Context: an optimization exercise on an open-source flow, tuned for small area. The choices shown serve that exercise and are no tape-out recipe. RTL that was checked went through simulation tests only; none was proved equivalent to the original. No functional check of the RTL was part of run 6. Power is estimated from default activity; no workload was simulated.

==> design.v <==
package dataMemPkg;
    localparam int ByteWidth = 8;
    localparam int WordBytes = 4;
    typedef logic [ByteWidth-1:0] byteT;
    typedef logic [ByteWidth*WordBytes-1:0] wordT;
    typedef enum logic
    {
        IDLE,
        ACK
    } wbStateT;
endpackage
`timescale 1ns/1ps
module wbSlaveCtrl
(
    input  logic clk,
    input  logic rst,
    input  logic cyc,
    input  logic stb,
    input  logic we,
    output logic ack,
    output logic commitWrite,
    output logic commitRead
);
    logic request;
    assign request = !rst && !ack && cyc && stb;
    always_ff @(posedge clk)
    begin
        ack <= request;
    end
    assign commitWrite = request && we;
    assign commitRead  = request && !we;
endmodule
`timescale 1ns/1ps
module byteHold
(
    input  logic             rst,
    input  logic             bankWrite,
    input  logic             load,
    input  dataMemPkg::byteT q,
    input  dataMemPkg::byteT d,
    output dataMemPkg::byteT nxt
);
    logic keep;
    assign keep = !(rst || (bankWrite && load));
    assign nxt  = ({8{keep}} & q) | ({8{load}} & d);
endmodule
module rowPick
(
    input  logic       wrap,
    input  logic       nowrap,
    input  logic [7:0] rowDec,
    output logic [7:0] rowSel
);
    assign rowSel = ({8{wrap}} & {rowDec[6:0], rowDec[7]}) | ({8{nowrap}} & rowDec);
endmodule
module byteSel4
(
    input  logic [3:0]       sel,
    input  dataMemPkg::byteT d0,
    input  dataMemPkg::byteT d1,
    input  dataMemPkg::byteT d2,
    input  dataMemPkg::byteT d3,
    output dataMemPkg::byteT y
);
    dataMemPkg::byteT yn012;
    dataMemPkg::byteT yn3;
    byteSelN3 sel012
    (
        .sel (sel[2:0]),
        .d0  (d0),
        .d1  (d1),
        .d2  (d2),
        .yn  (yn012)
    );
    byteNand sel3
    (
        .sel (sel[3]),
        .d   (d3),
        .yn  (yn3)
    );
    assign y = ~(yn012 & yn3);
endmodule
module byteNand
(
    input  logic             sel,
    input  dataMemPkg::byteT d,
    output dataMemPkg::byteT yn
);
    assign yn = ~({8{sel}} & d);
endmodule
module byteSelN3
(
    input  logic [2:0]       sel,
    input  dataMemPkg::byteT d0,
    input  dataMemPkg::byteT d1,
    input  dataMemPkg::byteT d2,
    output dataMemPkg::byteT yn
);
    assign yn = ~(({8{sel[0]}} & d0) | ({8{sel[1]}} & d1) | ({8{sel[2]}} & d2));
endmodule
module byteStore
(
    input  logic             clk,
    input  logic             rst,
    input  logic             commitWrite,
    input  logic [4:0]       adr,
    input  logic             byteAccess,
    input  dataMemPkg::wordT datIn,
    output dataMemPkg::wordT bankOut
);
    logic [1:0] a;
    logic [2:0] w;
    assign a = adr[1:0];
    assign w = adr[4:2];
    logic [7:0] rowDec;
    logic [7:0] rowSel [4];
    logic [3:0] laneSel;
    dataMemPkg::byteT mem [4][8];
    for (genvar r = 0; r < 8; r++)
    begin : gRowDec
        assign rowDec[r] = (w == 3'(r));
    end
    for (genvar k = 0; k < 4; k++)
    begin : gLaneSel
        assign laneSel[k] = (a == 2'(k));
    end
    for (genvar j = 0; j < 4; j++)
    begin : gBank
        if (j == 3)
        begin : gNoWrap
            assign rowSel[j] = rowDec;
        end
        else
        begin : gWrap
            logic wrap;
            logic nowrap;
            assign wrap   = (a > 2'(j));
            assign nowrap = !wrap;
            rowPick pick
            (
                .wrap   (wrap),
                .nowrap (nowrap),
                .rowDec (rowDec),
                .rowSel (rowSel[j])
            );
        end
        logic bankWrite;
        assign bankWrite = commitWrite && (!byteAccess || laneSel[j]);
        logic [3:0] rotSel;
        assign rotSel = {4{bankWrite}} &
            {laneSel[(j + 1) & 3], laneSel[(j + 2) & 3], laneSel[(j + 3) & 3], laneSel[j]};
        dataMemPkg::byteT bankData;
        byteSel4 wrRot
        (
            .sel (rotSel),
            .d0  (datIn[7:0]),
            .d1  (datIn[15:8]),
            .d2  (datIn[23:16]),
            .d3  (datIn[31:24]),
            .y   (bankData)
        );
        for (genvar r = 0; r < 8; r++)
        begin : gCell
            dataMemPkg::byteT nxt;
            byteHold hold
            (
                .rst       (rst),
                .bankWrite (bankWrite),
                .load      (rowSel[j][r]),
                .q         (mem[j][r]),
                .d         (bankData),
                .nxt       (nxt)
            );
            always_ff @(posedge clk)
            begin
                mem[j][r] <= nxt;
            end
        end
        dataMemPkg::byteT rdN0;
        dataMemPkg::byteT rdN1;
        dataMemPkg::byteT rdN2;
        byteSelN3 rd0
        (
            .sel (rowSel[j][2:0]),
            .d0  (mem[j][0]),
            .d1  (mem[j][1]),
            .d2  (mem[j][2]),
            .yn  (rdN0)
        );
        byteSelN3 rd1
        (
            .sel (rowSel[j][5:3]),
            .d0  (mem[j][3]),
            .d1  (mem[j][4]),
            .d2  (mem[j][5]),
            .yn  (rdN1)
        );
        dataMemPkg::byteT rdN3;
        byteNand rd2
        (
            .sel (rowSel[j][6]),
            .d   (mem[j][6]),
            .yn  (rdN2)
        );
        byteNand rd3
        (
            .sel (rowSel[j][7]),
            .d   (mem[j][7]),
            .yn  (rdN3)
        );
        assign bankOut[j*8 +: 8] = ~(rdN0 & rdN1 & rdN2 & rdN3);
    end
endmodule
`timescale 1ns/1ps
module laneNext
(
    input  logic             keep,
    input  logic [3:0]       sel,
    input  dataMemPkg::byteT q,
    input  dataMemPkg::wordT banks,
    output dataMemPkg::byteT nxt
);
    assign nxt = ({8{keep}} & q) |
                 ({8{sel[0]}} & banks[7:0])   | ({8{sel[1]}} & banks[15:8]) |
                 ({8{sel[2]}} & banks[23:16]) | ({8{sel[3]}} & banks[31:24]);
endmodule
module readAligner
(
    input  logic             clk,
    input  logic             rst,
    input  logic             commitRead,
    input  logic             byteAccess,
    input  logic [1:0]       a,
    input  dataMemPkg::wordT bankOut,
    output dataMemPkg::wordT datOut
);
    logic keep;
    logic [3:0] bankSel;
    assign keep = !(rst || commitRead);
    for (genvar k = 0; k < 4; k++)
    begin : gBankSel
        assign bankSel[k] = (a == 2'(k));
    end
    for (genvar b = 0; b < 4; b++)
    begin : gLane
        logic laneOn;
        if (b == 0)
        begin : gLow
            assign laneOn = commitRead;
        end
        else
        begin : gHigh
            assign laneOn = commitRead && !byteAccess;
        end
        logic [3:0] sel;
        for (genvar j = 0; j < 4; j++)
        begin : gSel
            assign sel[j] = laneOn && bankSel[(j - b) & 3];
        end
        dataMemPkg::byteT nxt;
        laneNext next
        (
            .keep  (keep),
            .sel   (sel),
            .q     (datOut[b*8 +: 8]),
            .banks (bankOut),
            .nxt   (nxt)
        );
        always_ff @(posedge clk)
        begin
            datOut[b*8 +: 8] <= nxt;
        end
    end
endmodule
`timescale 1ns/1ps
module dataMemory
#(
    parameter int AddrWidth = 5
)
(
    input  logic                 clk,
    input  logic                 rst,
    input  logic                 cyc,
    input  logic                 stb,
    input  logic                 we,
    input  logic [AddrWidth-1:0] adr,
    input  logic                 byteAccess,
    input  dataMemPkg::wordT     datIn,
    output dataMemPkg::wordT     datOut,
    output logic                 ack
);
    logic commitWrite;
    logic commitRead;
    dataMemPkg::wordT bankOut;
    wbSlaveCtrl busCtrl
    (
        .clk         (clk),
        .rst         (rst),
        .cyc         (cyc),
        .stb         (stb),
        .we          (we),
        .ack         (ack),
        .commitWrite (commitWrite),
        .commitRead  (commitRead)
    );
    byteStore store
    (
        .clk         (clk),
        .rst         (rst),
        .commitWrite (commitWrite),
        .adr         (adr),
        .byteAccess  (byteAccess),
        .datIn       (datIn),
        .bankOut     (bankOut)
    );
    readAligner aligner
    (
        .clk         (clk),
        .rst         (rst),
        .commitRead  (commitRead),
        .byteAccess  (byteAccess),
        .a           (adr[1:0]),
        .bankOut     (bankOut),
        .datOut      (datOut)
    );
endmodule
==> flow/run.sh <==
#!/bin/bash
# Standard layout with: synthesis buffers removed and cells set to their smallest drive
# after floorplan (repair_design re-buffers and resizes where needed), the smallest port
# buffers, and a coarser clock tree without dummy loads.
set -euo pipefail
here=$(pwd)
export POST_FLOORPLAN_TCL="$here/flow/post_floorplan.tcl"
export BUFFER_PORTS_ARGS="-buffer_cell sky130_fd_sc_hd__buf_1"
export CTS_ARGS="-sink_clustering_enable -repair_clock_nets -dont_use_dummy_load -sink_clustering_size 16 -sink_clustering_max_diameter 300 -buf_list sky130_fd_sc_hd__clkbuf_8"
bash standard.sh > standard.log 2>&1
==> flow/post_floorplan.tcl <==
# Remove the buffers synthesis inserted and take every combinational cell down to its
# smallest drive strength; placement's repair_design adds back what slew and load need.
remove_buffers
set n 0
foreach inst [get_cells *] {
  set m [get_property $inst ref_name]
  if {[regexp {^(sky130_fd_sc_hd__[a-z0-9]+)_([0-9]+)$} $m -> base drive]} {
    if {$drive == 1 || [string match "*df*" $base] || [string match "*conb*" $base]} { continue }
    foreach d {1 0} {
      set cand [get_lib_cells -quiet */${base}_$d]
      if {[llength $cand] > 0} {
        replace_cell $inst [lindex $cand 0]
        incr n
        break
      }
    }
  }
}
puts "post_floorplan: resized $n cells to their smallest drive"
==> standard.sh <==
#!/bin/bash
# synth_recipe.tcl (not shown) runs the flow's synth.tcl, then flattens the netlist and writes it again
# the make line also repeats each setting of config.mk as NAME=value (left out here)
make -C /OpenROAD-flow-scripts/flow DESIGN_CONFIG=/design/flow/config.mk WORK_HOME=/design/flow/orfs CLKGATE_MAP_FILE= SYNTH_SCRIPT=/design/flow/synth_recipe.tcl "${@:-finish}"
==> config.mk <==
export PLATFORM = sky130hd
export DESIGN_NAME = dataMemory
export DESIGN_NICKNAME = dataMemory
export VERILOG_FILES = /design/flow/design.v
export SDC_FILE = /design/flow/constraint.sdc
export NUM_CORES = 4
export LEC_CHECK = 0
export CAP_MARGIN = 20
export CORE_MARGIN = 2
export CORE_UTILIZATION = 50
export GPL_TIMING_DRIVEN = 0
export PLACE_DENSITY = 0.65
export SLEW_MARGIN = 20
export SYNTH_HIERARCHICAL = 1
==> constraint.sdc <==
create_clock -name core_clock -period 8.0 [get_ports {clk}]
set_input_delay 1.6000 -clock core_clock [delete_from_list [all_inputs] [get_ports {clk}]]
set_output_delay 1.6000 -clock core_clock [all_outputs]
set_load 0.01 [all_outputs]
==> metrics.md, run 1 <==
| Metric | Value |
|---|---|
| Logic pwr share | `6.4%` |
| Root Driver | `clkbuf_8` |
| Global-route wire length before repair | `52500 µm` |
| Die width | `160 µm` |
| Hold slack | `0.478 ns` |
| CTS max path bufs | `3` |
| Sequential Power Share | `63.1%` |
| TritonCTS clock tree | `built` |
| # setup viols final | `0` |
| Worst r2r path cells | `7` |
| Crit path time final | `4.29 ns` |
| Synth Register Bits | `289` |
| Peak VDD IR | `0.123 mV` |
| Die H | `160 µm` |
| Synth top area share | `47.8%` |
| Non-Filler Instances | `1430` |
| Unique masters post-synth | `28` |
| Nature of the critical path startpoint | `input port` |
| Number of diodes | `0` |
| CP startpoint | `adr[1]` |
| Worst Path Max Fanout | `21` |
| Unrepaired setup endpoints after global routing | `no` |
| YS warnings | `13` |
| Avg Cell Area, Syn | `11.0 µm²` |
| First-pass iteration count of the detailed router | `9` |
| WP data required | `8.44 ns` |
| Routed Antenna Nets | `0` |
| Initial antenna violation count | `0` |
| Die area | `25500 µm²` |
| Crit Path Category | `in2reg` |
| Routed wire length | `34600 µm` |
| Register area share after synthesis | `47.8%` |
| Int Pwr | `1.72 mW` |
| Routed WL per cell | `24.2 µm` |
| Arrival time at the worst endpoint | `4.73 ns` |
| Routed vias/inst | `6.89` |
| Leading area contributor after synthesis | `dfxtp_1` |
| Hold buffers post-CTS | `0` |
| Post-synthesis cell area | `12100 µm²` |
| Initial Util | `51.2%` |
| Clock sinks | `289` |
| DRC viols | `0` |
| Pre-CTS setup slack | `3.25 ns` |
| End of the critical path | `aligner.datOut[14]$_DFF_P_` |
| Core Util, Final | `51.4%` |
| Via Count | `9856` |
| Setup WS post-layout | `3.71 ns` |
| Dominant cells by area after synthesis | `dfxtp_1 (48%), a22o_1 (20%), a222oi_1 (11%), nand2_1 (5.0%), a21oi_4 (4.3%)` |
| Placed cell count | `1408` |
| Final setup TNS | `0 ns` |
| Cell Rows | `56` |
| Crit path buf inv count | `2` |
| I/O pin count | `76` |
| Power Density | `189 nW/µm²` |
| Slowest library cell on the worst path | `buf_1` |
| Number of fill cells | `2205` |
| Num CTS Buffers | `22` |
| Area Overhead vs Synth | `0.207%` |
| Post-synth top cells | `dfxtp_1 (289), a22o_1 (280), nand2_1 (162)` |
| Sw Ratio | `25.0%` |
| Total gr overflow | `0` |
| Largest net degree at the start of global routing | `35` |
| Slew headroom | `28.4%` |
| Total Routing Usage GR | `25.9%` |
| 1st-iter DRT viols | `1710` |
| Clock network power share | `30.5%` |
| Synth Flop Type | `dfxtp_1` |
| Worst skew pair latency | `0.56 ns` |
| GPL Wtd Cong | `1.03` |
| CTS H-tree lvls | `1` |
| Worst path depth | `8` |
| Tightest Hold Check Type | `reg2reg` |
| RR Endpoint | `store.mem[16][6]$_DFF_P_` |
| P_leak | `4.54 nW` |
| Critical-path cell list | `buf_1 -> or2_1 -> inv_1 -> a22o_1 -> a222oi_1 -> nand4_1 -> a22oi_1 -> nand2_1` |
| Post-synthesis cell count | `1096` |
| Slew Limit Fails | `0` |
| Max-Cap Viols | `0` |
| Crit-path max cell delay | `0.62 ns` |
| Final net count | `1156` |
| Hpwl dp | `23500 µm` |
| Setup Buffers After CTS | `0` |
| Largest delay share family, worst path | `compound AO/OA/AOI/OAI gates` |
| Core area | `23600 µm²` |
| Final period util | `53.6%` |
| Share of flip-flops with an asynchronous set or reset | `0%` |
| Max Clock Skew | `0.0602 ns` |
| Layout cells sized above 1 | `3.69%` |
| Achievable Freq | `233 MHz` |
| Count leader, synth | `dfxtp_1` |
| Register-to-register setup slack | `5.43 ns` |
| Switching Power | `0.574 mW` |
| Critical R2R Launch | `busCtrl.ack$_DFF_P_` |
| EDFF count, synth | `0` |
| Endpoints failing hold | `0` |
| Vias in the first global route | `8736` |
| Post-CTS sizing | `0` |
| Status | `complete, no violations` |
| I/O Buffers | `75` |
| CP endpoint kind | `flip-flop` |
| Mapped Nets | `1139` |
| Clock slew at reported path FFs | `0.10 ns` |
| Slew @ Worst Pin | `1.07 ns` |
-- kinds of logic after synthesis --
group | count (synthesis) | share of synthesized area, %
compound gates | 476 | 37.3
buf+inv | 97 | 6.06
flops | 289 | 47.8
simple gates | 234 | 8.79
-- placed cells by master, fill, tap and decap left out --
cell      count
buf_2         3
nand2_1     162
nor3b_1       1
a21oi_1      36
nor2_1       16
dfxtp_1     289
buf_1        74
buf_8         1
and4b_1       1
and2b_1       1
and2_1        1
nor2_4        1
buf_4         5
a222oi_1    128
clkbuf_8     22
and4bb_1      3
nand2b_1      3
a22oi_1      32
nor2_2        1
or2_1         1
nor3b_2       3
nand4_1      32
nor4b_2       1
and3_1        2
nor3_2        1
inv_1         4
a22o_1      280
buf_6         3
and3b_1       4
-- layout make-up --
type	instances	area, µm²	area share, %
flip-flops and latches	289	5790	47.7
multi-input cells	710	5240	43.2
well taps	319	399	3.29
repair buffers	86	379	3.13
clock buffers	22	303	2.50
inverters	4	15.0	0.124
-- state kept, by name (all words and copies together), names as in the netlist --
name            cells
busCtrl.ack         1
store.mem         256
aligner.datOut     32
-- worst reg2reg max path, cell delays in order (launching register included) --
cell,delay (ns)
dfxtp_1,0.34
and4bb_1,0.20
and2_1,0.20
nand2b_1,0.31
nor2_1,0.26
a222oi_1,0.44
nand2_1,0.37
a22o_1,0.35
-- Yosys stat by module (local to each module, per instance), excerpt --
module / copies in the design / flops+latches
byteHold: 32 / 0
byteNand: 12 / 0
byteSel4: 4 / 0
byteSelN3: 12 / 0
byteStore: 1 / 256
laneNext: 4 / 0
readAligner: 1 / 32
rowPick: 3 / 0
wbSlaveCtrl: 1 / 1
-- per-layer routing --
| metal | wire length (µm) | track usage (%) | up-vias |
|---|---|---|---|
| li1 | - | - | 4500 |
| met1 | 15700 | 39.4 | 4800 |
| met2 | 14400 | 37.2 | 489 |
| met3 | 3430 | 4.74 | 67 |
| met4 | 1020 | 7.52 | 0 |
| met5 | 0 | 0 | - |
-- how the worst min path moves through the flow --
stage               cells past startpoint                      from                  endpoint
floorplan                               1   store.mem[0][6]$_DFF_P_   store.mem[0][6]$_DFF_P_
global placement                        1  store.mem[11][6]$_DFF_P_  store.mem[11][6]$_DFF_P_
detailed placement                      1  store.mem[12][5]$_DFF_P_  store.mem[12][5]$_DFF_P_
CTS                                     1  store.mem[12][2]$_DFF_P_  store.mem[12][2]$_DFF_P_
global route                            1  store.mem[13][2]$_DFF_P_  store.mem[13][2]$_DFF_P_
finish                                  1  store.mem[12][2]$_DFF_P_  store.mem[12][2]$_DFF_P_
-- per-stage QoR --
| stage | area, µm² | total power [mW] |
|---|---|---|
| floorplan | 12100 | 1.59 |
| global placement | 11700 | 1.62 |
| finish | 12100 | 2.30 |
| detailed placement | 11800 | 1.62 |
| global route | 12100 | 2.37 |
| CTS | 12100 | 2.30 |
-- power groups by stage --
stage / clock [mW] / combinational [mW] / sequential [mW]
after floorplan: 0 / 0.113 / 1.48
after global placement: 0 / 0.136 / 1.48
after detailed placement: 0 / 0.142 / 1.48
final: 0.700 / 0.146 / 1.45
after global routing: 0.764 / 0.155 / 1.45
after CTS: 0.712 / 0.142 / 1.45
==> run 2, diff against run 1 <==
--- a/design.v
+++ b/design.v
@@ -81,4 +81,13 @@
     assign y = ~(yn012 & yn3);
 endmodule
+module byteSelN2
+(
+    input  logic [1:0]       sel,
+    input  dataMemPkg::byteT d0,
+    input  dataMemPkg::byteT d1,
+    output dataMemPkg::byteT yn
+);
+    assign yn = ~(({8{sel[0]}} & d0) | ({8{sel[1]}} & d1));
+endmodule
 module byteNand
 (
@@ -196,18 +205,12 @@
             .yn  (rdN1)
         );
-        dataMemPkg::byteT rdN3;
-        byteNand rd2
+        byteSelN2 rd2
         (
-            .sel (rowSel[j][6]),
-            .d   (mem[j][6]),
+            .sel (rowSel[j][7:6]),
+            .d0  (mem[j][6]),
+            .d1  (mem[j][7]),
             .yn  (rdN2)
         );
-        byteNand rd3
-        (
-            .sel (rowSel[j][7]),
-            .d   (mem[j][7]),
-            .yn  (rdN3)
-        );
-        assign bankOut[j*8 +: 8] = ~(rdN0 & rdN1 & rdN2 & rdN3);
+        assign bankOut[j*8 +: 8] = ~(rdN0 & rdN1 & rdN2);
     end
 endmodule
==> run 2 against run 1 <==
  * Still clean
  * Worst setup slack got worse by 0.037 ns
  * Design area decreased by 0.46%
  * Clock-buffer cell count unchanged
  * Sequential cell count unchanged
  * Largest power group unchanged
==> metrics.md, run 2 <==
| Metric | Value |
|---|---|
| Root Driver | `clkbuf_8` |
| Layout cells sized above 1 | `3.62%` |
| Avg Cell Area, Syn | `11.6 µm²` |
| Peak VDD IR | `0.106 mV` |
| Placed cell count | `1379` |
| Global-route wire length before repair | `52100 µm` |
| Largest net degree at the start of global routing | `35` |
| Core Util, Final | `49.8%` |
| Status | `complete, no violations` |
| Die width | `161 µm` |
| Final net count | `1122` |
| Dominant cells by area after synthesis | `dfxtp_1 (47%), a22o_1 (20%), a222oi_1 (10%), buf_6 (4.3%), a21oi_4 (4.2%)` |
| Final period util | `54.0%` |
| First-pass iteration count of the detailed router | `10` |
| Setup WS post-layout | `3.68 ns` |
| Area Overhead vs Synth | `-1.80%` |
| Pre-CTS setup slack | `3.24 ns` |
| Slew Limit Fails | `0` |
| # setup viols final | `0` |
| Die H | `161 µm` |
| Clock sinks | `289` |
| Leading area contributor after synthesis | `dfxtp_1` |
| Setup Buffers After CTS | `0` |
| Post-synthesis cell area | `12300 µm²` |
| Met2 GRT Util | `41.3%` |
| Hold buffers post-CTS | `0` |
| Most frequent cells in the layout | `dfxtp_1 (289), a22o_1 (280), a222oi_1 (128)` |
| Routed WL per cell | `24.0 µm` |
| I/O Buffers | `75` |
| Total Routing Usage GR | `25.2%` |
| Critical R2R Launch | `busCtrl.ack$_DFF_P_` |
| I/O pin count | `76` |
| Register with the most flip-flops | `store.mem` |
| CTS H-tree lvls | `1` |
| EDFF count, synth | `0` |
| Crit Path Category | `in2reg` |
| Routed vias/inst | `6.88` |
| Worst r2r path cells | `6` |
| Non-Filler Instances | `1401` |
| Hold Crit Depth | `1` |
| Via Count | `9638` |
| Largest register FFs | `256` |
| Grt met3 use | `3.13%` |
| Slew @ Worst Pin | `1.07 ns` |
| Max Clock Skew | `0.0618 ns` |
| P_leak | `4.54 nW` |
| 1st-iter DRT viols | `1583` |
| Synth Flop Type | `dfxtp_1` |
| WP data required | `8.43 ns` |
| GPL Wtd Cong | `0.925` |
| TritonCTS clock tree | `built` |
| Hold endpoint | `store.mem[10][0]$_DFF_P_` |
| Grt met1 use | `35.6%` |
| Clock slew at reported path FFs | `0.10 ns` |
| DRC viols | `0` |
| Unique masters post-synth | `31` |
| Nature of the critical path startpoint | `input port` |
| Routed wire length | `33700 µm` |
| Mapped Nets | `1107` |
| Cell Rows | `57` |
| Max-Cap Viols | `0` |
| Num CTS Buffers | `22` |
| Die area | `25900 µm²` |
| Register-to-register setup slack | `5.46 ns` |
| CP endpoint kind | `flip-flop` |
| Post-synth top cells | `dfxtp_1 (289), a22o_1 (280), a222oi_1 (128)` |
| Core area | `24200 µm²` |
| Overall Power | `2.29 mW` |
| Endpoints failing hold | `0` |
| Vias in the first global route | `8799` |
| Hold_sp | `store.mem[10][0]$_DFF_P_` |
| Unrepaired setup endpoints after global routing | `no` |
| Most common cell after layout, fill and taps aside | `dfxtp_1` |
| YS warnings | `13` |
| Share of flip-flops with an asynchronous set or reset | `0%` |
| Hold slack | `0.474 ns` |
| Slew headroom | `28.9%` |
| Final Cell Area | `12100 µm²` |
| Total gr overflow | `0` |
| Hpwl dp | `23100 µm` |
| Final setup TNS | `0 ns` |
| Count leader, synth | `dfxtp_1` |
| Achievable Freq | `231 MHz` |
| CTS max path bufs | `3` |
| RR Endpoint | `store.mem[4][7]$_DFF_P_` |
| Number of diodes | `0` |
| Synth Register Bits | `289` |
| Power Density | `190 nW/µm²` |
| Initial antenna violation count | `0` |
| Most used routing layer | `met2` |
| Worst Path Max Fanout | `21` |
| Worst skew pair latency | `0.55 ns` |
| Area after DPL | `11800 µm²` |
| Initial Util | `50.7%` |
| Register area share after synthesis | `47.1%` |
| Post-CTS sizing | `0` |
| Routed Antenna Nets | `0` |
| Biggest regs | `store.mem (256), aligner.datOut (32), busCtrl.ack (1)` |
| Crit path time final | `4.32 ns` |
| Post-synthesis cell count | `1064` |
| Synth top area share | `47.1%` |
| Arrival time at the worst endpoint | `4.76 ns` |
| Tightest Hold Check Type | `reg2reg` |
[run 2: cell types whose count changed after synthesis, moves of 8 or more]
cell | before | now
nand2_1 | 162 | 98
nand3_1 | 0 | 32
nand4_1 | 32 | 0
a22oi_2 | 0 | 28
buf_2 | 13 | 5
[run 2: final cells by class]
type	count	area, µm²
clock buffer	22	303
tap	324	405
timing repair buffer	84	357
sequential	289	5790
fill	2248	12200
inverter	4	15.0
multi-input combinational	678	5200
[run 2: layer usage]
layer | share of wire [%] | wire length (µm)
met5 | 0 | 0
met3 | 6.5 | 2200
met1 | 44 | 14700
met2 | 47 | 15900
met4 | 2.6 | 881
[run 2: cells by family after synthesis]
logic type	Yosys count	share of synthesized area, %
flip-flops	289	47.1
AND/OR/NAND/NOR	170	6.37
buffers and inverters	97	6.25
AO/OA/AOI/OAI	508	40.3
[run 2: report_power, final]
group          internal, mW  leakage (nW)  switching (mW)
Sequential             1.45          2.33         0.00405
Clock                 0.247         0.158           0.449
Combinational        0.0289          2.05           0.113
Total                  1.72          4.54           0.566
[run 2: worst max-delay path by stage]
stage | to | from | cells after the start | slack (ns)
2_1_floorplan | store.mem[10][0]$_DFF_P_ | rst | 6 | 4.31
3_3_place_gp | aligner.datOut[14]$_DFF_P_ | rst | 6 | 1.27
3_5_place_dp | aligner.datOut[2]$_DFF_P_ | adr[1] | 7 | 3.24
4_1_cts | aligner.datOut[26]$_DFF_P_ | adr[1] | 7 | 3.83
5_1_grt | aligner.datOut[26]$_DFF_P_ | adr[1] | 8 | 3.52
6_report | aligner.datOut[26]$_DFF_P_ | adr[1] | 8 | 3.68
[run 2: critical path: stages]
cell      delay [ns]
buf_1           0.66
or2_1           0.49
inv_1           0.23
a22o_1          0.48
a222oi_1        0.57
nand3_1         0.36
a22oi_1         0.27
nand2_1         0.08
[run 2: modules after synthesis (local to each module, per instance), excerpt]
module,flops+latches,area [µm²]
byteStore,256,5490
readAligner,32,729
laneNext,0,193
byteSelN2,0,128
byteHold,0,97.6
rowPick,0,92.6
byteSelN3,0,90.1
wbSlaveCtrl,1,46.3
byteSel4,0,30.0
==> run 3, diff against run 2 <==
--- a/flow/run.sh
+++ b/flow/run.sh
@@ -7,4 +7,4 @@
 export POST_FLOORPLAN_TCL="$here/flow/post_floorplan.tcl"
 export BUFFER_PORTS_ARGS="-buffer_cell sky130_fd_sc_hd__buf_1"
-export CTS_ARGS="-sink_clustering_enable -repair_clock_nets -dont_use_dummy_load -sink_clustering_size 16 -sink_clustering_max_diameter 300 -buf_list sky130_fd_sc_hd__clkbuf_8"
+export CTS_ARGS="-sink_clustering_enable -repair_clock_nets -dont_use_dummy_load -sink_clustering_size 18 -sink_clustering_max_diameter 300 -buf_list sky130_fd_sc_hd__clkbuf_8"
 bash standard.sh > standard.log 2>&1
--- a/config.mk
+++ b/config.mk
@@ -8,7 +8,7 @@
 export CAP_MARGIN = 20
 export CORE_MARGIN = 2
-export CORE_UTILIZATION = 50
+export CORE_UTILIZATION = 60
 export GPL_TIMING_DRIVEN = 0
-export PLACE_DENSITY = 0.65
+export PLACE_DENSITY = 0.72
 export SLEW_MARGIN = 20
 export SYNTH_HIERARCHICAL = 1
==> run 3 against run 2 <==
  * Maximum frequency rose by 0.57%
  * Sequential power barely moved
  * Design area fell by 0.62%
  * Largest cell class unchanged
  * Largest power group unchanged
==> metrics.md, run 3 <==
| Metric | Value |
|---|---|
| Status | `complete, no violations` |
| Core area | `20200 µm²` |
| Synth Flop Type | `dfxtp_1` |
| Worst skew pair latency | `0.57 ns` |
| Logic pwr share | `6.5%` |
| Slew headroom | `19.7%` |
| Hold_sp | `store.mem[28][3]$_DFF_P_` |
| Register area share after synthesis | `47.1%` |
| Endpoints failing hold | `0` |
| Power Density | `189 nW/µm²` |
| Initial antenna violation count | `4` |
| Clock sinks | `289` |
| Critical R2R Launch | `busCtrl.ack$_DFF_P_` |
| Slew @ Worst Pin | `1.20 ns` |
| Max-Cap Viols | `0` |
| Routed vias/inst | `7.20` |
| Final setup TNS | `0 ns` |
| Leading area contributor after synthesis | `dfxtp_1` |
| EDFF count, synth | `0` |
| TritonCTS clock tree | `built` |
| Unrepaired setup endpoints after global routing | `no` |
| Arrival time at the worst endpoint | `4.76 ns` |
| Synth Register Bits | `289` |
| Max Clock Skew | `0.0702 ns` |
| YS warnings | `13` |
| Largest register FFs | `256` |
| Slew Limit Fails | `0` |
| Vias in the first global route | `8902` |
| Setup Buffers After CTS | `0` |
| Mapped Nets | `1107` |
| DRC viols | `0` |
| Switching Power | `0.565 mW` |
| Int Pwr | `1.70 mW` |
| Nature of the critical path startpoint | `input port` |
| P_leak | `4.54 nW` |
| Crit path time final | `4.30 ns` |
| Die area | `21600 µm²` |
| Crit Path Category | `in2reg` |
| Num CTS Buffers | `20` |
| Die H | `147 µm` |
| Post-CTS sizing | `0` |
| Hpwl dp | `22700 µm` |
| Die width | `147 µm` |
| Final Cell Area | `12000 µm²` |
| First-pass iteration count of the detailed router | `10` |
| Number of fill cells | `1736` |
| Via Count | `9711` |
| Root Driver | `clkbuf_8` |
| Total gr overflow | `0` |
| Total Routing Usage GR | `30.4%` |
| Routed WL per cell | `25.2 µm` |
| Sequential Power Share | `64.0%` |
| CTS max path bufs | `3` |
| # setup viols final | `0` |
| Hold buffers post-CTS | `0` |
| GPL Wtd Cong | `0.933` |
| CP endpoint kind | `flip-flop` |
| Routed Antenna Nets | `0` |
| Clock network power share | `29.6%` |
| Area Overhead vs Synth | `-2.41%` |
| Routed wire length | `34000 µm` |
| I/O Buffers | `75` |
| Final net count | `1122` |
| Sw Ratio | `24.9%` |
| Register with the most flip-flops | `store.mem` |
| Layout cells sized above 1 | `3.62%` |
| Worst Path Max Fanout | `21` |
| Most frequent cells in the layout | `dfxtp_1 (289), a22o_1 (280), a222oi_1 (128)` |
| RR Endpoint | `store.mem[19][6]$_DFF_P_` |
| Dominant cells by area after synthesis | `dfxtp_1 (47%), a22o_1 (20%), a222oi_1 (10%), buf_6 (4.3%), a21oi_4 (4.2%)` |
| Global-route wire length before repair | `52300 µm` |
| End of the critical path | `aligner.datOut[24]$_DFF_P_` |
| Largest net degree at the start of global routing | `35` |
| Cell Rows | `52` |
| WP data required | `8.46 ns` |
| Worst r2r path cells | `7` |
| Area after DPL | `11700 µm²` |
| Count leader, synth | `dfxtp_1` |
| Most common cell after layout, fill and taps aside | `dfxtp_1` |
| Register-to-register setup slack | `5.43 ns` |
| Peak VDD IR | `0.141 mV` |
| I/O pin count | `76` |
| Share of flip-flops with an asynchronous set or reset | `0%` |
| Achievable Freq | `233 MHz` |
| Avg Cell Area, Syn | `11.6 µm²` |
| Post-synthesis cell area | `12300 µm²` |
| Final period util | `53.7%` |
| Post-synth top cells | `dfxtp_1 (289), a22o_1 (280), a222oi_1 (128)` |
| Clock slew at reported path FFs | `0.11 ns` |
| Synth top area share | `47.1%` |
| Tightest Hold Check Type | `reg2reg` |
| Unique masters post-synth | `31` |
| Initial Util | `60.9%` |
| Biggest regs | `store.mem (256), aligner.datOut (32), busCtrl.ack (1)` |
| CP startpoint | `adr[1]` |
| 1st-iter DRT viols | `1735` |
| CTS H-tree lvls | `1` |
| Post-synthesis cell count | `1064` |
## run 3: changes by cell type in the layout (fill, tap and decap cells not counted)
| cell | previous run | this run |
|---|---|---|
| clkbuf_8 | 22 | 20 |
| diode_2 | 0 | 2 |
| buf_4 | 4 | 6 |
## run 3: modules after synthesis (local to each module, per instance), a selection
module / area, µm² / cells
byteSelN2: 128 / 10
wbSlaveCtrl: 46.3 / 4
laneNext: 193 / 28
byteSelN3: 90.1 / 10
byteStore: 5490 / 329
rowPick: 92.6 / 10
readAligner: 729 / 41
byteSel4: 30.0 / 8
byteNand: 35.0 / 9
byteHold: 97.6 / 10
## run 3: worst min path at each step
stage                                          end  cells after the start
after floorplan            store.mem[0][6]$_DFF_P_                      1
after global placement    store.mem[16][6]$_DFF_P_                      1
after detailed placement   store.mem[8][1]$_DFF_P_                      1
after CTS                 store.mem[28][3]$_DFF_P_                      1
after global routing      store.mem[28][3]$_DFF_P_                      1
final                     store.mem[28][3]$_DFF_P_                      1
## run 3: cells by family after synthesis
kind of cell	share of synthesized area (%)
and+or+nand+nor	6.37
AOI/OAI and AO/OA	40.3
buffers and inverters	6.25
DFF	47.1
## run 3: power groups by stage
stage / Clock (mW) / Combinational, mW / Sequential (mW)
2_1_floorplan: 0 / 0.119 / 1.48
3_3_place_gp: 0 / 0.135 / 1.48
3_5_place_dp: 0 / 0.141 / 1.48
4_1_cts: 0.684 / 0.141 / 1.45
5_1_grt: 0.730 / 0.154 / 1.45
6_report: 0.670 / 0.147 / 1.45
## run 3: per-layer routing
metal	up-vias	wire length, µm	track usage, %	share of wire [%]
met5	-	11	0	0.032
met4	2	1440	12.8	4.2
met3	91	2820	5.34	8.3
met2	488	15300	47.1	45
met1	4688	14400	42.2	42
li1	4442	-	-	-
## run 3: critical path: stages
cell	delay (ns)
buf_1	0.58
or2_1	0.52
inv_1	0.26
a22o_1	0.47
a222oi_1	0.62
nand3_1	0.36
a22oi_1	0.27
nand2_1	0.08
## run 3: stage by stage
| step | worst slack [ns] | cells | utilization [%] | hold slack [ns] | power (mW) |
|---|---|---|---|---|---|
| CTS | 3.82 | 1347 | 59.4 | 0.474 | 2.27 |
| global placement | 1.31 | 1316 | 57.5 | 0.455 | 1.62 |
| detailed placement | 3.19 | 1327 | 58.1 | 0.454 | 1.62 |
| global route | 3.56 | 1349 | 59.5 | 0.484 | 2.34 |
| finish | 3.70 | 1349 | 59.5 | 0.483 | 2.27 |
| floorplan | 4.31 | 1064 | - | 0.441 | 1.60 |
## run 3: area by class of cell
cell class                      count  area [µm²]  area share, %
Sequential cell                   289        5790           48.2
Multi-Input combinational cell    678        5200           43.4
Timing Repair Buffer               86         372           3.10
Tap cell                          270         338           2.82
Clock buffer                       20         275           2.30
Inverter                            4        15.0          0.125
Antenna cell                        2        5.00         0.0417
==> run 4, diff against run 3 <==
--- a/flow/run.sh
+++ b/flow/run.sh
@@ -7,4 +7,4 @@
 export POST_FLOORPLAN_TCL="$here/flow/post_floorplan.tcl"
 export BUFFER_PORTS_ARGS="-buffer_cell sky130_fd_sc_hd__buf_1"
-export CTS_ARGS="-sink_clustering_enable -repair_clock_nets -dont_use_dummy_load -sink_clustering_size 18 -sink_clustering_max_diameter 300 -buf_list sky130_fd_sc_hd__clkbuf_8"
+export CTS_ARGS="-sink_clustering_enable -repair_clock_nets -dont_use_dummy_load -sink_clustering_size 9 -sink_clustering_max_diameter 300 -buf_list sky130_fd_sc_hd__clkbuf_4"
 bash standard.sh > standard.log 2>&1
--- a/config.mk
+++ b/config.mk
@@ -8,7 +8,7 @@
 export CAP_MARGIN = 20
 export CORE_MARGIN = 2
-export CORE_UTILIZATION = 60
+export CORE_UTILIZATION = 50
 export GPL_TIMING_DRIVEN = 0
-export PLACE_DENSITY = 0.72
+export PLACE_DENSITY = 0.65
 export SLEW_MARGIN = 20
 export SYNTH_HIERARCHICAL = 1
==> run 4 against run 3 <==
  * Largest cell class unchanged
  * Sequential share of layout area decreased by 0.25 points
  * Worst hold slack got worse by 0.0077 ns
  * Worst setup slack improved by 0.097 ns
  * Clock-buffer cell count increased by 18
  * Utilization decreased by 9.7 points
  * Final cell count increased by 5.2%
  * Via count increased by 0.54%
  * Synthesized area unchanged
  * Clock skew decreased by 0.0039 ns
==> metrics.md, run 4 <==
| Metric | Value |
|---|---|
| Setup Buffers After CTS | `0` |
| Register area | `5790 µm²` |
| 1st-iter DRT viols | `1443` |
| Arrival time at the worst endpoint | `4.74 ns` |
| Die H | `161 µm` |
| Unique masters post-synth | `31` |
| Initial Util | `50.7%` |
| YS warnings | `13` |
| Non-Filler Instances | `1419` |
| Achievable Freq | `238 MHz` |
| Tightest Hold Check Type | `reg2reg` |
| Synth Register Bits | `289` |
| Post-CTS sizing | `0` |
| I/O Buffers | `75` |
| Synth top area share | `47.1%` |
| Critical-path cell list | `buf_1 -> or2_1 -> inv_1 -> a22o_1 -> a222oi_1 -> nand3_1 -> a22oi_1 -> nand2_1` |
| Worst skew pair latency | `0.65 ns` |
| Global-route wire length before repair | `52500 µm` |
| CP endpoint kind | `flip-flop` |
| Hpwl dp | `23100 µm` |
| Root Driver | `clkbuf_4` |
| Core area | `24200 µm²` |
| Endpoints failing hold | `0` |
| Register with the most flip-flops | `store.mem` |
| Max-Cap Viols | `0` |
| Pre-CTS setup slack | `3.24 ns` |
| Leading area contributor after synthesis | `dfxtp_1` |
| Biggest regs | `store.mem (256), aligner.datOut (32), busCtrl.ack (1)` |
| Area Overhead vs Synth | `-1.90%` |
| Synth Flop Type | `dfxtp_1` |
| Total Routing Usage GR | `25.6%` |
| Vias in the first global route | `8941` |
| Clock slew at reported path FFs | `0.09 ns` |
| Post-synth top cells | `dfxtp_1 (289), a22o_1 (280), a222oi_1 (128)` |
| Final net count | `1138` |
| Int Pwr | `1.69 mW` |
| Slew headroom | `29.8%` |
| Most used routing layer | `met2` |
| Routed Antenna Nets | `0` |
| Slew @ Worst Pin | `1.05 ns` |
| Peak VDD IR | `0.0996 mV` |
| First-pass iteration count of the detailed router | `9` |
| DRC viols | `0` |
| # setup viols final | `0` |
| Max Clock Skew | `0.0663 ns` |
| Register area share after synthesis | `47.1%` |
| Logic pwr share | `6.2%` |
| Share of flip-flops with an asynchronous set or reset | `0%` |
| GPL Wtd Cong | `0.925` |
| Sequential Power Share | `63.7%` |
| Nature of the critical path startpoint | `input port` |
| WP data required | `8.54 ns` |
| Post-synthesis cell area | `12300 µm²` |
| Num CTS Buffers | `38` |
| Clock network power share | `30.0%` |
| Die area | `25900 µm²` |
| Crit Path Category | `in2reg` |
| CTS max path bufs | `3` |
| Switching Power | `0.580 mW` |
| Hold slack | `0.475 ns` |
| Largest register FFs | `256` |
| Layout cells sized above 1 | `5.03%` |
| Routed wire length | `33900 µm` |
| Routed WL per cell | `23.9 µm` |
| Multi-input logic area | `5200 µm²` |
| P_leak | `4.56 nW` |
| Met2 GRT Util | `41.6%` |
| Hold buffers post-CTS | `0` |
| Placed cell count | `1379` |
| Initial antenna violation count | `1` |
| Largest net degree at the start of global routing | `35` |
| Avg Cell Area, Syn | `11.6 µm²` |
| Final setup TNS | `0 ns` |
| Crit-path max cell delay | `0.64 ns` |
| Via Count | `9763` |
| Post-synthesis cell count | `1064` |
| Number of fill cells | `2264` |
| Grt met1 use | `36.0%` |
| Most frequent cells in the layout | `dfxtp_1 (289), a22o_1 (280), a222oi_1 (128)` |
| Grt met3 use | `3.18%` |
| Worst Path Max Fanout | `21` |
| Final period util | `52.5%` |
| Most common cell after layout, fill and taps aside | `dfxtp_1` |
| Dominant cells by area after synthesis | `dfxtp_1 (47%), a22o_1 (20%), a222oi_1 (10%), buf_6 (4.3%), a21oi_4 (4.2%)` |
| I/O pin count | `76` |
| Routed vias/inst | `6.88` |
| Slew Limit Fails | `0` |
| Mapped Nets | `1107` |
| Setup WS post-layout | `3.80 ns` |
| Sw Ratio | `25.5%` |
| Die width | `161 µm` |
| Clock sinks | `289` |
| CTS H-tree lvls | `2` |
| Count leader, synth | `dfxtp_1` |
| Register-to-register setup slack | `5.45 ns` |
| Crit path time final | `4.20 ns` |
| Cell Rows | `57` |
| Slowest library cell on the worst path | `buf_1` |
| Total gr overflow | `0` |
| TritonCTS clock tree | `built` |
| Unrepaired setup endpoints after global routing | `no` |
| Status | `complete, no violations` |
| Power Density | `189 nW/µm²` |
| EDFF count, synth | `0` |
==> run 4: cell counts after synthesis <==
Identical to the previous run, type by type.
==> run 4: worst paths after layout <==
path,start,end,cells after the start
setup / recovery,adr[1],aligner.datOut[24]$_DFF_P_,8
hold / removal,store.mem[10][0]$_DFF_P_,store.mem[10][0]$_DFF_P_,1
setup reg to reg,busCtrl.ack$_DFF_P_,store.mem[4][2]$_DFF_P_,6
hold reg to reg,store.mem[10][0]$_DFF_P_,store.mem[10][0]$_DFF_P_,1
==> run 4: modules after synthesis (local to each module, per instance), a selection <==
| module | cells | area, µm² | flops+latches | times used |
|---|---|---|---|---|
| byteHold | 10 | 97.6 | 0 | 32 |
| byteNand | 9 | 35.0 | 0 | 4 |
| byteSel4 | 8 | 30.0 | 0 | 4 |
| byteSelN3 | 10 | 90.1 | 0 | 12 |
| byteStore | 329 | 5490 | 256 | 1 |
| readAligner | 41 | 729 | 32 | 1 |
| rowPick | 10 | 92.6 | 0 | 3 |
==> run 4: routing by layer <==
layer | share of wire (%) | vias to the layer above
li1 | - | 4479
met1 | 44 | 4782
met2 | 47 | 430
met3 | 6.6 | 72
met4 | 2.6 | 0
met5 | 0 | -
==> run 4: metrics by stage <==
stage          cell area, µm²  utilization, %  power [mW]
2_1_floorplan           12300               -        1.60
3_3_place_gp            11700            48.1        1.62
3_5_place_dp            11800            48.5        1.62
4_1_cts                 12100            49.7        2.29
5_1_grt                 12100            49.7        2.36
6_report                12100            49.7        2.27
==> run 4: area by class of cell <==
cell class / instances / area share [%]
Sequential cell: 289 / 48.0
Multi-Input combinational cell: 678 / 43.2
Tap cell: 324 / 3.36
Timing Repair Buffer: 84 / 2.96
Clock buffer: 38 / 2.37
Inverter: 4 / 0.125
Antenna cell: 2 / 0.0415
==> run 4: cell families after synthesis <==
| logic type | synth area share [%] |
|---|---|
| AOI/OAI and AO/OA | 40.3 |
| buffers and inverters | 6.25 |
| DFF | 47.1 |
| and+or+nand+nor | 6.37 |
==> run 4: power by group through the flow <==
stage | clock (mW) | combinational, mW | sequential [mW]
2_1_floorplan | 0 | 0.119 | 1.48
3_3_place_gp | 0 | 0.134 | 1.48
3_5_place_dp | 0 | 0.138 | 1.48
4_1_cts | 0.700 | 0.138 | 1.45
5_1_grt | 0.753 | 0.152 | 1.45
6_report | 0.683 | 0.142 | 1.45
==> run 4: critical path: cells and delay by family <==
family / cells / cell delay (ns)
compound gates: 3 / 1.31
buf+inv: 2 / 0.87
simple gates: 3 / 0.93
==> run 5, diff against run 4 <==
--- a/config.mk
+++ b/config.mk
@@ -6,9 +6,9 @@
 export NUM_CORES = 4
 export LEC_CHECK = 0
-export CAP_MARGIN = 20
+export CAP_MARGIN = 0
 export CORE_MARGIN = 2
 export CORE_UTILIZATION = 50
 export GPL_TIMING_DRIVEN = 0
 export PLACE_DENSITY = 0.65
-export SLEW_MARGIN = 20
+export SLEW_MARGIN = 0
 export SYNTH_HIERARCHICAL = 1
==> run 5 against run 4 <==
  * Still clean
  * Sequential share of layout area decreased by 0.079 points
  * Combinational power about the same
  * Via count down 1.7%
  * Final cell count barely moved
  * Worst hold slack gained 0.0034 ns
  * Clock skew grew 0.033 ns
  * First-iteration DRC count up 11%
  * Worst setup slack worse by 0.10 ns
  * Routed wire length increased by 0.39%
  * Largest cell class unchanged
  * Highest routed layer unchanged
==> metrics.md, run 5 <==
| Metric | Value |
|---|---|
| Final net count | `1138` |
| Slowest library cell on the worst path | `a222oi_1` |
| Hold buffers post-CTS | `0` |
| Endpoints failing hold | `0` |
| Worst Path Max Fanout | `21` |
| Die width | `161 µm` |
| Post-synth top cells | `dfxtp_1 (289), a22o_1 (280), a222oi_1 (128)` |
| Biggest regs | `store.mem (256), aligner.datOut (32), busCtrl.ack (1)` |
| Total gr overflow | `0` |
| Largest register FFs | `256` |
| Avg Cell Area, Syn | `11.6 µm²` |
| Register area share after synthesis | `47.1%` |
| Placed cell count | `1379` |
| Slew @ Worst Pin | `1.06 ns` |
| Routed WL per cell | `24.0 µm` |
| Via Count | `9596` |
| CTS max path bufs | `3` |
| Most frequent cells in the layout | `dfxtp_1 (289), a22o_1 (280), a222oi_1 (128)` |
| Non-Filler Instances | `1418` |
| Routed vias/inst | `6.77` |
| Final setup TNS | `0 ns` |
| Peak VDD IR | `0.119 mV` |
| Status | `complete, no violations` |
| Achievable Freq | `232 MHz` |
| Max Clock Skew | `0.0990 ns` |
| Crit-path max cell delay | `0.65 ns` |
| Cell Rows | `57` |
| Count leader, synth | `dfxtp_1` |
| Arrival time at the worst endpoint | `4.81 ns` |
| # setup viols final | `0` |
| Root Driver | `clkbuf_4` |
| Core area | `24200 µm²` |
| DRC viols | `0` |
| Post-synthesis cell area | `12300 µm²` |
| Slew Limit Fails | `0` |
| GPL Wtd Cong | `0.925` |
| First-pass iteration count of the detailed router | `10` |
| Layout cells sized above 1 | `5.03%` |
| Die area | `25900 µm²` |
| Largest net degree at the start of global routing | `35` |
| Power Density | `188 nW/µm²` |
| Initial Util | `50.7%` |
| YS warnings | `13` |
| TritonCTS clock tree | `built` |
| Synth top area share | `47.1%` |
| Most common cell after layout, fill and taps aside | `dfxtp_1` |
| Post-CTS sizing | `0` |
| Crit Path Category | `in2reg` |
| Setup Buffers After CTS | `0` |
| Die H | `161 µm` |
| Global-route wire length before repair | `52500 µm` |
| CTS H-tree lvls | `2` |
| Initial antenna violation count | `1` |
| Worst skew pair latency | `0.68 ns` |
| Leading area contributor after synthesis | `dfxtp_1` |
| Register with the most flip-flops | `store.mem` |
| Tightest Hold Check Type | `reg2reg` |
| I/O pin count | `76` |
| Hpwl dp | `23200 µm` |
| CP endpoint kind | `flip-flop` |
| EDFF count, synth | `0` |
| Clock sinks | `289` |
| Final Cell Area | `12100 µm²` |
| Clock slew at reported path FFs | `0.09 ns` |
| Crit path time final | `4.30 ns` |
| Nature of the critical path startpoint | `input port` |
| Num CTS Buffers | `38` |
| P_leak | `4.56 nW` |
| Max-Cap Viols | `0` |
| Area Overhead vs Synth | `-1.74%` |
| Setup WS post-layout | `3.70 ns` |
| Core Util, Final | `49.8%` |
| Dominant cells by area after synthesis | `dfxtp_1 (47%), a22o_1 (20%), a222oi_1 (10%), buf_6 (4.3%), a21oi_4 (4.2%)` |
| Synth Flop Type | `dfxtp_1` |
| I/O Buffers | `75` |
| Post-synthesis cell count | `1064` |
| Register-to-register setup slack | `5.50 ns` |
| Vias in the first global route | `8955` |
| WP data required | `8.51 ns` |
| Slew headroom | `29.1%` |
| Unique masters post-synth | `31` |
| Pre-CTS setup slack | `3.24 ns` |
| Unrepaired setup endpoints after global routing | `no` |
| Total Routing Usage GR | `25.6%` |
| Area after DPL | `11800 µm²` |
| Synth Register Bits | `289` |
| Final period util | `53.8%` |
| Critical-path cell list | `buf_1 -> or2_1 -> inv_1 -> a22o_1 -> a222oi_1 -> nand3_1 -> a22oi_1 -> nand2_1` |
| Mapped Nets | `1107` |
| Overall Power | `2.28 mW` |
| Routed Antenna Nets | `0` |
| Share of flip-flops with an asynchronous set or reset | `0%` |
| Routed wire length | `34100 µm` |
| Hold slack | `0.479 ns` |
| 1st-iter DRT viols | `1608` |
==> run 5: cell counts after synthesis <==
Identical to the previous run, type by type.
==> run 5: final cells by class <==
type                            count  area, µm²
Antenna cell                        1       2.50
Clock buffer                       38        285
Fill cell                        2270      12200
Inverter                            4       15.0
Multi-Input combinational cell    678       5200
Sequential cell                   289       5790
Tap cell                          324        405
Timing Repair Buffer               84        384
==> run 5: layer usage <==
| metal | share of wire (%) | global-route usage [%] | wire (µm) | vias up |
|---|---|---|---|---|
| li1 | - | - | - | 4478 |
| met1 | 44 | 35.7 | 15000 | 4641 |
| met2 | 47 | 41.8 | 16100 | 414 |
| met3 | 6.6 | 3.64 | 2260 | 63 |
| met4 | 2.0 | 7.10 | 684 | 0 |
| met5 | 0 | 0 | 0 | - |
==> run 5: critical path: cells and delay by family <==
kind	cells	cell delay, ns
AOI/OAI and AO/OA	3	1.41
and+or+nand+nor	3	0.93
buffers and inverters	2	0.86
==> run 5: worst paths after layout <==
check,depth (start not counted),startpoint,endpoint
max,8,adr[1],aligner.datOut[30]$_DFF_P_
min,1,store.mem[0][4]$_DFF_P_,store.mem[0][4]$_DFF_P_
max reg2reg,7,busCtrl.ack$_DFF_P_,store.mem[20][4]$_DFF_P_
min reg2reg,1,store.mem[0][4]$_DFF_P_,store.mem[0][4]$_DFF_P_
==> run 5: where the power goes <==
part	total, mW	switching, mW	internal, mW
Clock	0.683	0.463	0.220
Sequential	1.45	0.00407	1.45
Combinational	0.143	0.113	0.0299
Total	2.28	0.580	1.69
==> run 5: modules after synthesis, one instance, submodules excluded, a selection <==
module       cells  copies in the design
byteStore      329                     1
byteSel4         8                     4
wbSlaveCtrl      4                     1
byteHold        10                    32
rowPick         10                     3
byteSelN2       10                     4
laneNext        28                     4
readAligner     41                     1
byteNand         9                     4
byteSelN3       10                    12
==> run 5: cells by family (layout without fill, tap and decap cells) <==
group,after synthesis,after routing,synth area share (%)
buffers and inverters,97,126,6.25
AOI/OAI and AO/OA,508,508,40.3
other,0,1,0
and+or+nand+nor,170,170,6.37
DFF,289,289,47.1
==> run 6, diff against run 5 <==
--- a/design.v
+++ b/design.v
@@ -108,4 +108,14 @@
     assign yn = ~(({8{sel[0]}} & d0) | ({8{sel[1]}} & d1) | ({8{sel[2]}} & d2));
 endmodule
+module rowDecode
+(
+    input  logic [2:0] w,
+    output logic [7:0] rowDec
+);
+    for (genvar r = 0; r < 8; r++)
+    begin : gRow
+        assign rowDec[r] = (w == 3'(r));
+    end
+endmodule
 module byteStore
 (
@@ -126,8 +136,9 @@
     logic [3:0] laneSel;
     dataMemPkg::byteT mem [4][8];
-    for (genvar r = 0; r < 8; r++)
-    begin : gRowDec
-        assign rowDec[r] = (w == 3'(r));
-    end
+    rowDecode dec
+    (
+        .w      (w),
+        .rowDec (rowDec)
+    );
     for (genvar k = 0; k < 4; k++)
     begin : gLaneSel
@@ -138,5 +149,9 @@
         if (j == 3)
         begin : gNoWrap
-            assign rowSel[j] = rowDec;
+            rowDecode dec
+            (
+                .w      (w),
+                .rowDec (rowSel[j])
+            );
         end
         else
--- a/config.mk
+++ b/config.mk
@@ -6,9 +6,9 @@
 export NUM_CORES = 4
 export LEC_CHECK = 0
-export CAP_MARGIN = 0
+export CAP_MARGIN = 20
 export CORE_MARGIN = 2
 export CORE_UTILIZATION = 50
 export GPL_TIMING_DRIVEN = 0
 export PLACE_DENSITY = 0.65
-export SLEW_MARGIN = 0
+export SLEW_MARGIN = 20
 export SYNTH_HIERARCHICAL = 1
==> run 6 against run 5 <==
  * Sequential power is essentially flat
  * Still clean on timing, DRC and antenna
  * Register-to-register slack lost 0.09 ns
  * Final cell count grew 0.63%
  * Non-clock buffer count shrank 2
  * Worst hold slack lost 0.0043 ns
  * Sequential share of layout area shrank 0.069 points
  * Maximum frequency grew 3.7%
  * Clock-buffer cell count is the same
  * Largest cell class unchanged
  * First-iteration DRC count shrank 18%
  * Highest routed layer is now met5
  * Design area grew 0.14%
  * Combinational power shrank 3%
==> metrics.md, run 6 <==
| Metric | Value |
|---|---|
| Metal3 WL | `2120 µm` |
| Hold_sp | `store.mem[10][7]$_DFF_P_` |
| EDFF count, synth | `0` |
| Register area share after synthesis | `46.8%` |
| Core Util, Final | `49.7%` |
| Synth Register Bits | `289` |
| Synth top area share | `46.8%` |
| Dominant cells by area after synthesis | `dfxtp_1 (47%), a22o_1 (20%), a222oi_1 (10%), buf_6 (4.3%), a21oi_4 (4.2%)` |
| CTS H-tree lvls | `2` |
| Post-synthesis compound-gate area fraction | `40.1%` |
| Core area | `24300 µm²` |
| Arrival time at the worst endpoint | `4.68 ns` |
| GPL Wtd Cong | `0.986` |
| Initial antenna violation count | `6` |
| Area Overhead vs Synth | `-2.17%` |
| Largest register FFs | `256` |
| Slew headroom | `26.0%` |
| Hold endpoint | `store.mem[10][7]$_DFF_P_` |
| YS warnings | `12` |
| Crit path buf inv count | `2` |
| Vias in the first global route | `8886` |
| Final period util | `51.9%` |
| Clock sinks | `289` |
| Worst r2r path cells | `7` |
| # setup viols final | `0` |
| Hold Crit Depth | `1` |
| Die H | `161 µm` |
| Count leader, synth | `dfxtp_1` |
| CP endpoint kind | `flip-flop` |
| Biggest regs | `store.mem (256), aligner.datOut (32), busCtrl.ack (1)` |
| Largest delay share family, worst path | `compound AO/OA/AOI/OAI gates` |
| Crit path time final | `4.15 ns` |
| CTS max path bufs | `3` |
| Worst skew pair latency | `0.64 ns` |
| Crit Path Category | `in2reg` |
| Simple-gate share of the synthesized area | `6.91%` |
| Nature of the critical path startpoint | `input port` |
| I/O pin count | `76` |
| Post-CTS sizing | `0` |
| Routed vias/inst | `6.80` |
| Placed cell count | `1384` |
| Peak VDD IR | `0.133 mV` |
| Cell Rows | `57` |
| Max layer used | `met5` |
| I/O Buffers | `75` |
| Unrepaired setup endpoints after global routing | `no` |
| Largest family of logic cells by synthesized area | `compound AO/OA/AOI/OAI gates` |
| Layout cells sized above 1 | `4.74%` |
| Total Routing Usage GR | `25.0%` |
| Hold slack | `0.474 ns` |
| Largest net degree at the start of global routing | `35` |
| Critical R2R Launch | `busCtrl.ack$_DFF_P_` |
| Die area | `26000 µm²` |
| Non-Filler Instances | `1427` |
| Hold buffers post-CTS | `0` |
| RR Endpoint | `store.mem[25][6]$_DFF_P_` |
| Total gr overflow | `0` |
| Routed wire length | `33600 µm` |
| Register with the most flip-flops | `store.mem` |
| Mapped Nets | `1114` |
| WP data required | `8.53 ns` |
| Metal-1 WL | `15100 µm` |
| Endpoints failing hold | `0` |
| Avg Cell Area, Syn | `11.5 µm²` |
| P_leak | `4.58 nW` |
| Post-synthesis cell area | `12400 µm²` |
| Leading area contributor after synthesis | `dfxtp_1` |
| Register-to-register setup slack | `5.41 ns` |
| Slowest library cell on the worst path | `buf_1` |
| Post-synth top cells | `dfxtp_1 (289), a22o_1 (280), a222oi_1 (128)` |
| Via Count | `9708` |
| Max Clock Skew | `0.0670 ns` |
| Synth Flop Type | `dfxtp_1` |
| Unique masters post-synth | `29` |
| Achievable Freq | `241 MHz` |
| Slew @ Worst Pin | `1.11 ns` |
| Crit-path max cell delay | `0.55 ns` |
| Die width | `161 µm` |
| Post-synthesis cell count | `1071` |
| Initial Util | `50.8%` |
| Final setup TNS | `0 ns` |
| Max-Cap Viols | `0` |
| Global-route wire length before repair | `51800 µm` |
| Share of flip-flops with an asynchronous set or reset | `0%` |
| Worst Path Max Fanout | `21` |
| XOR/XNOR Fraction of Synth Area | `0%` |
| Most common cell after layout, fill and taps aside | `dfxtp_1` |
| Root Driver | `clkbuf_4` |
| Routed WL per cell | `23.6 µm` |
| Critical-path cell list | `buf_1 -> or2_1 -> inv_1 -> a22o_1 -> a222oi_1 -> nand3_1 -> a22oi_1 -> nand2_1` |
| Final net count | `1143` |
| First-pass iteration count of the detailed router | `12` |
| DRC viols | `0` |
| Status | `complete, no violations` |
| Hpwl dp | `23400 µm` |
| Post-synthesis adder-cell area fraction | `0%` |
| Setup Buffers After CTS | `0` |
| 1st-iter DRT viols | `1314` |
| Num CTS Buffers | `38` |
| Mux cell area share after synthesis | `0%` |
| Power Density | `187 nW/µm²` |
| Routed Antenna Nets | `0` |
| Slew Limit Fails | `0` |
| Met2 wire length | `15300 µm` |
| Clock slew at reported path FFs | `0.10 ns` |
| TritonCTS clock tree | `built` |
| Tightest Hold Check Type | `reg2reg` |
| Most frequent cells in the layout | `dfxtp_1 (289), a22o_1 (280), a222oi_1 (128)` |
==> run 6: cell count changes in the layout (fill, tap and decap cells not counted), sizes merged, moves of 2 or more <==
cell   change
and3b      +4
buf        -2
diode      +4
nor3b      +3
==> run 6: final cells by class <==
| class | count | area [µm²] |
|---|---|---|
| fillers | 2236 | 12200 |
| diodes | 5 | 12.5 |
| inverters | 4 | 15.0 |
| multi-input cells | 685 | 5260 |
| flip-flops and latches | 289 | 5790 |
| well taps | 324 | 405 |
| repair buffers | 82 | 328 |
| clock buffers | 38 | 285 |
==> run 6: Yosys stat by module, one instance, submodules excluded, a selection <==
module / cells / flops+latches
byteStore: 320 / 256
laneNext: 28 / 0
byteSelN2: 10 / 0
byteHold: 10 / 0
byteSelN3: 10 / 0
wbSlaveCtrl: 4 / 1
==> run 6: cell families after synthesis <==
kind of cell,count (synthesis)
simple gates,177
compound gates,508
buf+inv,97
flops,289
==> run 6: worst max path at each step <==
| stage | startpoint | end | slack, ns | cells past startpoint |
|---|---|---|---|---|
| floorplan | rst | store.mem[10][0]$_DFF_P_ | 4.31 | 6 |
| global placement | rst | aligner.datOut[14]$_DFF_P_ | 1.15 | 6 |
| detailed placement | adr[1] | aligner.datOut[31]$_DFF_P_ | 3.28 | 8 |
| CTS | adr[1] | aligner.datOut[31]$_DFF_P_ | 3.96 | 8 |
| global route | adr[1] | aligner.datOut[7]$_DFF_P_ | 3.59 | 8 |
| finish | adr[1] | aligner.datOut[31]$_DFF_P_ | 3.85 | 8 |
==> run 6: per-stage QoR <==
step                      area, µm²  power [mW]  setup slack, ns
after global routing          12100        2.35             3.59
after floorplan               12400        1.60             4.31
final                         12100        2.26             3.85
after global placement        11700        1.61             1.15
after CTS                     12100        2.28             3.96
after detailed placement      11800        1.62             3.28
==> run 6: metal layers <==
| metal | track usage (%) | vias to the layer above |
|---|---|---|
| li1 | - | 4513 |
| met1 | 35.1 | 4741 |
| met2 | 39.2 | 382 |
| met3 | 3.95 | 70 |
| met4 | 9.33 | 2 |
| met5 | 0 | - |
==> run 6: where the power goes <==
part	internal (mW)	switching (mW)	leakage, nW
logic	0.0289	0.110	2.08
clock network	0.220	0.454	0.175
registers	1.45	0.00410	2.33

-- separate check: timing with driven ports --
In the flow no input, the clock included, has a driving cell. The finished layouts below were timed again as built, in two steps.
Step 1, drivers: a clkbuf_16 drives clk and a buf_2 each remaining input, both assumed.
Step 2 also shifts input and output timing later by t, the mid clock arrival at the registers, as if the neighbouring blocks saw the same clock.
Three values: ideal, step 1, step 2; two values: the first two.
run	t (ns)	setup WS [ns]	latest minus earliest clock arrival (ns)	cell pins on the clock port's net
run 1	0.581	3.714 / 3.733 / 3.152	0.066 / 0.066	1
run 2	0.564	3.677 / 3.694 / 3.131	0.068 / 0.069	1
run 3	0.585	3.701 / 3.717 / 3.132	0.081 / 0.080	1
run 4	0.663	3.798 / 3.811 / 3.148	0.074 / 0.074	1
run 5	0.672	3.698 / 3.713 / 3.041	0.099 / 0.099	1
run 6	0.654	3.850 / 3.831 / 3.177	0.073 / 0.072	1
After both steps every run listed still meets setup and hold. For run 6, which loses most, drivers alone change the setup slack by -0.019 ns; drivers and shift together by -0.673 ns.
